What follows belongs to an exercise in optimizing a design on an open flow for small area, a short achievable clock period and few clock cycles per item; a production flow would make more cautious choices. Only simulation tests tie the RTL to the original design; equivalence was not proved.

==> lagoon: inputs <==
## pedometer_step_detector
module pedometer_step_detector
(
    input  wire logic               clk,
    input  wire logic               rst_n,
    input  wire logic               cfg_valid,
    output logic                    cfg_ready,
    input  wire logic [2:0]         cfg_index,
    input  wire logic [15:0]        cfg_data,
    input  wire logic               sample_valid,
    output logic                    sample_ready,
    input  wire logic signed [15:0] sample_accel_x,
    input  wire logic signed [15:0] sample_accel_y,
    input  wire logic signed [15:0] sample_accel_z,
    input  wire logic [31:0]        sample_time_ms,
    output logic                    result_valid,
    input  wire logic               result_ready,
    output logic                    result_step_event,
    output logic [10:0]             result_step_length_mm,
    output logic [31:0]             result_steps_total,
    output logic [31:0]             result_distance_mm,
    output logic [23:0]             result_smoothed_magnitude
);
make LEC_CHECK=0 CAP_MARGIN=20 CORE_MARGIN=2 CORE_UTILIZATION=40 SETUP_SLACK_MARGIN=4.5 SLEW_MARGIN=20 finish   # period 10.0 ns
run.sh (not shown) runs the stock make flow with config.mk's settings and CLKGATE_MAP_FILE= SYNTH_SCRIPT=/design/flow/synth_recipe.tcl, a recipe that flattens the netlist after the stock synthesis.
==> inputs of tundra, as changes to lagoon <==
--- a/flow/design.v
+++ b/flow/design.v
@@ -1382,20 +1382,19 @@
     output logic                    result_step_event,
     output logic [10:0]             result_step_length_mm,
     output logic [31:0]             result_steps_total,
     output logic [31:0]             result_distance_mm,
     output logic [23:0]             result_smoothed_magnitude
 );
     localparam int SQ_C  = 4;
     localparam int SQ_D  = 7;
-    localparam int SQ_E  = 9;
-    localparam int SQ_R1 = 11;
-    localparam int SQ_R2 = 13;
-    localparam int SQ_R3 = 15;
+    localparam int SQ_E  = 10;
+    localparam int SQ_R1 = 12;
+    localparam int SQ_R2 = 14;
     logic [15:0] cfg_thr;
     logic [15:0] cfg_gap;
     logic [15:0] cfg_high;
     logic [15:0] cfg_swing;
     logic [8:0]  cfg_w;         
     logic [8:0]  cfg_v;         
     assign cfg_ready = 1'b1;
     always_ff @(posedge clk or negedge rst_n)
@@ -1431,43 +1430,41 @@
                 end
                 default:
                 begin
                 end
             endcase
         end
     end
     logic en;
-    logic a_v, b_v, c_v, d_v, e_v, r1_v, r2_v, r3_v, r4_v, f_v, g_v;
+    logic a_v, b_v, c_v, d_v, e_v, r1_v, r2_v, r3_v, f_v, g_v;
     logic a_big;
     logic drained;
     logic hold_a;
     logic fire;
     logic sync;
     logic o_v;
     assign en           = !o_v || result_ready;
-    assign drained      = !(b_v || c_v || d_v || e_v || r1_v || r2_v || r3_v || r4_v || f_v ||
-                            g_v);
+    assign drained      = !(b_v || c_v || d_v || e_v || r1_v || r2_v || r3_v || f_v || g_v);
     assign hold_a       = a_v && a_big && !drained;
     assign sample_ready = en && !hold_a;
     assign fire         = sample_valid && sample_ready;
     assign sync         = en && a_v && a_big && drained;
     always_ff @(posedge clk or negedge rst_n)
     begin
         if (!rst_n)
         begin
             a_v  <= 1'b0;
             b_v  <= 1'b0;
             c_v  <= 1'b0;
             d_v  <= 1'b0;
             e_v  <= 1'b0;
             r1_v <= 1'b0;
             r2_v <= 1'b0;
             r3_v <= 1'b0;
-            r4_v <= 1'b0;
             f_v  <= 1'b0;
             g_v  <= 1'b0;
             o_v  <= 1'b0;
         end
         else if (en)
         begin
             if (!hold_a)
             begin
@@ -1475,55 +1472,50 @@
             end
             b_v  <= a_v && !hold_a;
             c_v  <= b_v;
             d_v  <= c_v;
             e_v  <= d_v;
             r1_v <= e_v;
             r2_v <= r1_v;
             r3_v <= r2_v;
-            r4_v <= r3_v;
-            f_v  <= r4_v;
+            f_v  <= r3_v;
             g_v  <= f_v;
             o_v  <= g_v;
         end
     end
     logic [15:0] a_x, a_y, a_z;
-    logic [31:0] a_t, a_p;
+    logic [31:0] a_t;
+    logic [31:0] a_d;
     logic [15:0] abs_x, abs_y, abs_z;
-    logic [31-psd_pkg::DT_W:0] t_hi1;
-    logic        same_hi, next_hi, lo_ge;
-    assign abs_x   = sample_accel_x[15] ? 16'(-sample_accel_x) : sample_accel_x;
-    assign abs_y   = sample_accel_y[15] ? 16'(-sample_accel_y) : sample_accel_y;
-    assign abs_z   = sample_accel_z[15] ? 16'(-sample_accel_z) : sample_accel_z;
-    assign t_hi1   = a_t[31:psd_pkg::DT_W] + 1'b1;
-    assign same_hi = sample_time_ms[31:psd_pkg::DT_W] == a_t[31:psd_pkg::DT_W];
-    assign next_hi = sample_time_ms[31:psd_pkg::DT_W] == t_hi1;
-    assign lo_ge   = sample_time_ms[psd_pkg::DT_W-1:0] >= a_t[psd_pkg::DT_W-1:0];
+    logic [31:0] dt_in;
+    assign abs_x = sample_accel_x[15] ? 16'(-sample_accel_x) : sample_accel_x;
+    assign abs_y = sample_accel_y[15] ? 16'(-sample_accel_y) : sample_accel_y;
+    assign abs_z = sample_accel_z[15] ? 16'(-sample_accel_z) : sample_accel_z;
+    assign dt_in = sample_time_ms - a_t;
     always_ff @(posedge clk or negedge rst_n)
     begin
         if (!rst_n)
         begin
             a_t <= 32'd0;
-            a_p <= 32'd0;
         end
         else if (fire)
         begin
             a_t <= sample_time_ms;
-            a_p <= a_t;
         end
     end
     always_ff @(posedge clk)
     begin
         if (fire)
         begin
             a_x   <= abs_x;
             a_y   <= abs_y;
             a_z   <= abs_z;
-            a_big <= !((same_hi && lo_ge) || (next_hi && !lo_ge));
+            a_d   <= dt_in;
+            a_big <= dt_in[31:psd_pkg::DT_W] != '0;
         end
     end
     logic [31:0] sq_ra, sq_rb;
     logic [16:0] lo_sum;
     logic [15:0] b_lo, b_ha, b_hb;
     logic        b_c;
     logic [psd_pkg::DT_W-1:0] b_d;
     psd_sumsq u_sumsq
@@ -1538,27 +1530,27 @@
     always_ff @(posedge clk)
     begin
         if (en)
         begin
             b_lo <= lo_sum[15:0];
             b_c  <= lo_sum[16];
             b_ha <= sq_ra[31:16];
             b_hb <= sq_rb[31:16];
-            b_d  <= a_big ? '0 : a_t[psd_pkg::DT_W-1:0] - a_p[psd_pkg::DT_W-1:0];
+            b_d  <= a_big ? '0 : a_d[psd_pkg::DT_W-1:0];
         end
     end
     logic [31:0] b_e;
-    logic [17:0] c_rem_n, d_rem_n, e_rem_n, r1_rem_n, r2_rem_n, r3_rem_n, r4_rem_n;
-    logic [15:0] c_root_n, d_root_n, e_root_n, r1_root_n, r2_root_n, r3_root_n, r4_root_n;
-    logic [31:0] c_rad, d_rad, e_rad, r1_rad, r2_rad, r3_rad;
-    logic [17:0] c_rem, d_rem, e_rem, r1_rem, r2_rem, r3_rem;
-    logic [15:0] c_root, d_root, e_root, r1_root, r2_root, r3_root;
-    logic [15:0] r4_root;
-    logic [psd_pkg::DT_W-1:0] c_d, d_d, e_d, r1_d, r2_d, r3_d, r4_d;
+    logic [17:0] c_rem_n, d_rem_n, e_rem_n, r1_rem_n, r2_rem_n, r3_rem_n;
+    logic [15:0] c_root_n, d_root_n, e_root_n, r1_root_n, r2_root_n, r3_root_n;
+    logic [31:0] c_rad, d_rad, e_rad, r1_rad, r2_rad;
+    logic [17:0] c_rem, d_rem, e_rem, r1_rem, r2_rem;
+    logic [15:0] c_root, d_root, e_root, r1_root, r2_root;
+    logic [15:0] r3_root;
+    logic [psd_pkg::DT_W-1:0] c_d, d_d, e_d, r1_d, r2_d, r3_d;
     assign b_e = {b_ha + b_hb + {15'd0, b_c}, b_lo};
     psd_sqrt_seg #(.FIRST(0), .LAST(SQ_C)) u_sq_c
     (
         .rad    (b_e),
         .rem_i  (18'd0),
         .root_i (16'd0),
         .rem_o  (c_rem_n),
         .root_o (c_root_n)
@@ -1590,32 +1582,24 @@
     psd_sqrt_seg #(.FIRST(SQ_R1), .LAST(SQ_R2)) u_sq_r2
     (
         .rad    (r1_rad),
         .rem_i  (r1_rem),
         .root_i (r1_root),
         .rem_o  (r2_rem_n),
         .root_o (r2_root_n)
     );
-    psd_sqrt_seg #(.FIRST(SQ_R2), .LAST(SQ_R3)) u_sq_r3
+    psd_sqrt_seg #(.FIRST(SQ_R2), .LAST(16)) u_sq_r3
     (
         .rad    (r2_rad),
         .rem_i  (r2_rem),
         .root_i (r2_root),
         .rem_o  (r3_rem_n),
         .root_o (r3_root_n)
     );
-    psd_sqrt_seg #(.FIRST(SQ_R3), .LAST(16)) u_sq_r4
-    (
-        .rad    (r3_rad),
-        .rem_i  (r3_rem),
-        .root_i (r3_root),
-        .rem_o  (r4_rem_n),
-        .root_o (r4_root_n)
-    );
     always_ff @(posedge clk)
     begin
         if (en)
         begin
             c_rad   <= b_e & ((32'd1 << (32 - 2*SQ_C)) - 32'd1);
             c_rem   <= c_rem_n;
             c_root  <= c_root_n;
             c_d     <= b_d;
@@ -1630,69 +1614,63 @@
             r1_rad  <= e_rad & ((32'd1 << (32 - 2*SQ_R1)) - 32'd1);
             r1_rem  <= r1_rem_n;
             r1_root <= r1_root_n;
             r1_d    <= e_d;
             r2_rad  <= r1_rad & ((32'd1 << (32 - 2*SQ_R2)) - 32'd1);
             r2_rem  <= r2_rem_n;
             r2_root <= r2_root_n;
             r2_d    <= r1_d;
-            r3_rad  <= r2_rad & ((32'd1 << (32 - 2*SQ_R3)) - 32'd1);
-            r3_rem  <= r3_rem_n;
             r3_root <= r3_root_n;
             r3_d    <= r2_d;
-            r4_root <= r4_root_n;
-            r4_d    <= r3_d;
         end
     end
     logic [23:0] f_p;
     logic [23:0] f_p_n;
     logic [psd_pkg::DT_W-1:0] f_d;
     psd_wmul u_wmul
     (
         .w (cfg_w),
-        .r (r4_root),
+        .r (r3_root),
         .p (f_p_n)
     );
     always_ff @(posedge clk)
     begin
         if (en)
         begin
             f_p <= f_p_n;
-            f_d <= r4_d;
+            f_d <= r3_d;
         end
     end
     logic [23:0] level;
     logic [23:0] level_n;
     logic [psd_pkg::DT_W-1:0] g_d;
     logic [psd_pkg::DT_W:0]   s_g;
-    logic [16:0] el_lo, rd_lo;
-    logic        el_hi0, rd_hi0;
+    logic [31:0] el_g;
+    logic [31:0] rd_g;
     logic [10:0] rom_g;
     logic        g_gt, g_tmoa, g_tmob, g_ebig;
     logic [10:0] g_rom;
     logic [23:0] peak, trough;
     logic        armed;
     logic [31:0] ar, al;
     logic        h_rflag;       
     psd_lvl u_lvl
     (
         .v (cfg_v[7:0]),
         .l (level),
         .p (f_p),
         .n (level_n)
     );
     assign s_g  = {1'b0, g_v ? g_d : '0} + {1'b0, f_d};
-    assign el_lo  = {1'b0, al[15:0]} + 17'(s_g);
-    assign rd_lo  = {1'b0, ar[15:0]} + 17'(s_g);
-    assign el_hi0 = el_lo[16] ? (al[31:16] == 16'hFFFF) : (al[31:16] == 16'd0);
-    assign rd_hi0 = rd_lo[16] ? (ar[31:16] == 16'hFFFF) : (ar[31:16] == 16'd0);
+    assign el_g = al + 32'(s_g);
+    assign rd_g = ar + 32'(s_g);
     psd_stride_rom u_rom
     (
-        .e (el_lo[9:0]),
+        .e (el_g[9:0]),
         .q (rom_g)
     );
     always_ff @(posedge clk or negedge rst_n)
     begin
         if (!rst_n)
         begin
             level <= psd_pkg::LEVEL_RESET;
         end
@@ -1701,30 +1679,30 @@
             level <= level_n;
         end
     end
     always_ff @(posedge clk)
     begin
         if (en)
         begin
             g_d    <= f_d;
-            g_gt   <= !el_hi0 || (el_lo[15:0] > cfg_gap);
-            g_tmoa <= !rd_hi0 || (rd_lo[15:0] > cfg_high);
+            g_gt   <= el_g > {16'd0, cfg_gap};
+            g_tmoa <= rd_g > {16'd0, cfg_high};
             g_tmob <= {{(32-psd_pkg::DT_W){1'b0}}, f_d} > {16'd0, cfg_high};
-            g_ebig <= !el_hi0 || (el_lo[15:10] != '0);
+            g_ebig <= el_g[31:10] != '0;
             g_rom  <= rom_g;
         end
     end
     logic        tmo, a1, rise_ev, fall, swing_ok, step;
     logic        clear;
     logic [23:0] pk, tr;
     logic [23:0] thr_q;
     logic [24:0] swing_q;
     logic [26:0] sw1, sw2, sw3;
-    logic [31:0] h_add, h_sub;
+    logic [31:0] h_add;
     logic [31:0] x_r, x_l;
     logic [10:0] h_stride;
     assign thr_q    = {cfg_thr, 8'd0};
     assign swing_q  = {1'b0, cfg_swing, 8'd0};
     assign tmo      = armed && (h_rflag ? g_tmob : g_tmoa);
     assign a1       = armed && !tmo;
     assign rise_ev  = !a1 && (level > thr_q);
     assign fall     = a1 && (level < thr_q);
@@ -1732,20 +1710,19 @@
     assign tr       = (level < trough) ? level : trough;
     assign sw1      = {3'd0, peak}  + {3'b111, ~trough} + {2'b11, ~swing_q} + 27'd1;
     assign sw2      = {3'd0, peak}  + {3'b111, ~level}  + {2'b11, ~swing_q} + 27'd1;
     assign sw3      = {3'd0, level} + {3'b111, ~trough} + {2'b11, ~swing_q} + 27'd1;
     assign swing_ok = !sw1[26] || !sw2[26] || !sw3[26];
     assign step     = fall && g_gt && swing_ok;
     assign clear    = tmo || fall;
     assign h_stride = g_ebig ? psd_pkg::STRIDE_MIN : g_rom;
-    assign h_add = g_v ? {{(32-psd_pkg::DT_W){1'b0}}, g_d} : a_t;
-    assign h_sub = g_v ? 32'd0 : a_p;
-    assign x_r   = ar + h_add - h_sub;
-    assign x_l   = al + h_add - h_sub;
+    assign h_add = g_v ? {{(32-psd_pkg::DT_W){1'b0}}, g_d} : a_d;
+    assign x_r   = ar + h_add;
+    assign x_l   = al + h_add;
     always_ff @(posedge clk or negedge rst_n)
     begin
         if (!rst_n)
         begin
             peak   <= 24'd0;
             trough <= psd_pkg::TROUGH_RESET;
             armed  <= 1'b0;
             ar     <= 32'd0;
CORE_UTILIZATION = 55   (was 40)
==> run_results.csv <==
group,metric,value,unit
min_path,min_from,"b_lo[15]$_DFFE_PN_",
sta,fin_ws,4250,ps
yosys,yosys-top-cells-count,"inv_1 (1135), nand2_1 (711), fa_1 (648), ha_1 (641), and2_1 (494)",
cells_and_area,flops_and_latches,824,
outcome,status,"no timing/DRC/antenna violations",
place,pre_cts_ws,3380,ps
clock_network,cts.sinks,824,
setup_path,r2r_cells,24,
That was lagoon.
==> run_results.csv <==
group,metric,value,unit
setup_path,r2r_cells,14,
sta,fin_ws,4350,ps
floorplan,core_area,131000,µm²
clock_network,cts.sinks,782,
min_path,min_from,"e_d[4]$_DFFE_PN_",
floorplan,row_count,133,
outcome,status,"no timing/DRC/antenna violations",
cells_and_area,flops_and_latches,782,
setup_path,critPathRequiredTime,10440,ps
That was tundra.
Testbench counts of lagoon, summed over its fixed seeds: cycles 4,896, items 4,800.
Testbench counts of tundra, summed over its fixed seeds: cycles 4,888, items 4,800.

-- static timing again, ports no longer ideal --
How much do the figures lean on ideal ports? The routed layouts below were timed once more, with nothing changed but the port constraints.
Step 1: set_driving_cell puts a clkbuf_16 on clk and a buf_2 on each other input, an assumption about the parent block.
Step 2, shift: input delay + t, output delay - t, t = (earliest + latest rising clock arrival at the registers) / 2. This alone moves slack from input paths to output paths.
a / b / c = ideal ports / drivers / drivers and shift; a / b = the first two.
run	shift t [ns]	slack for setup (ns)	worst setup path at the end
lagoon	0.799	4.249 / 4.249 / 4.087	input to register
tundra	0.784	4.355 / 4.355 / 3.954	input to register
After both steps every run listed still meets setup and hold. The setup slack of tundra, which loses most, moves by 0.000 ns with the drivers and by -0.401 ns with both steps.
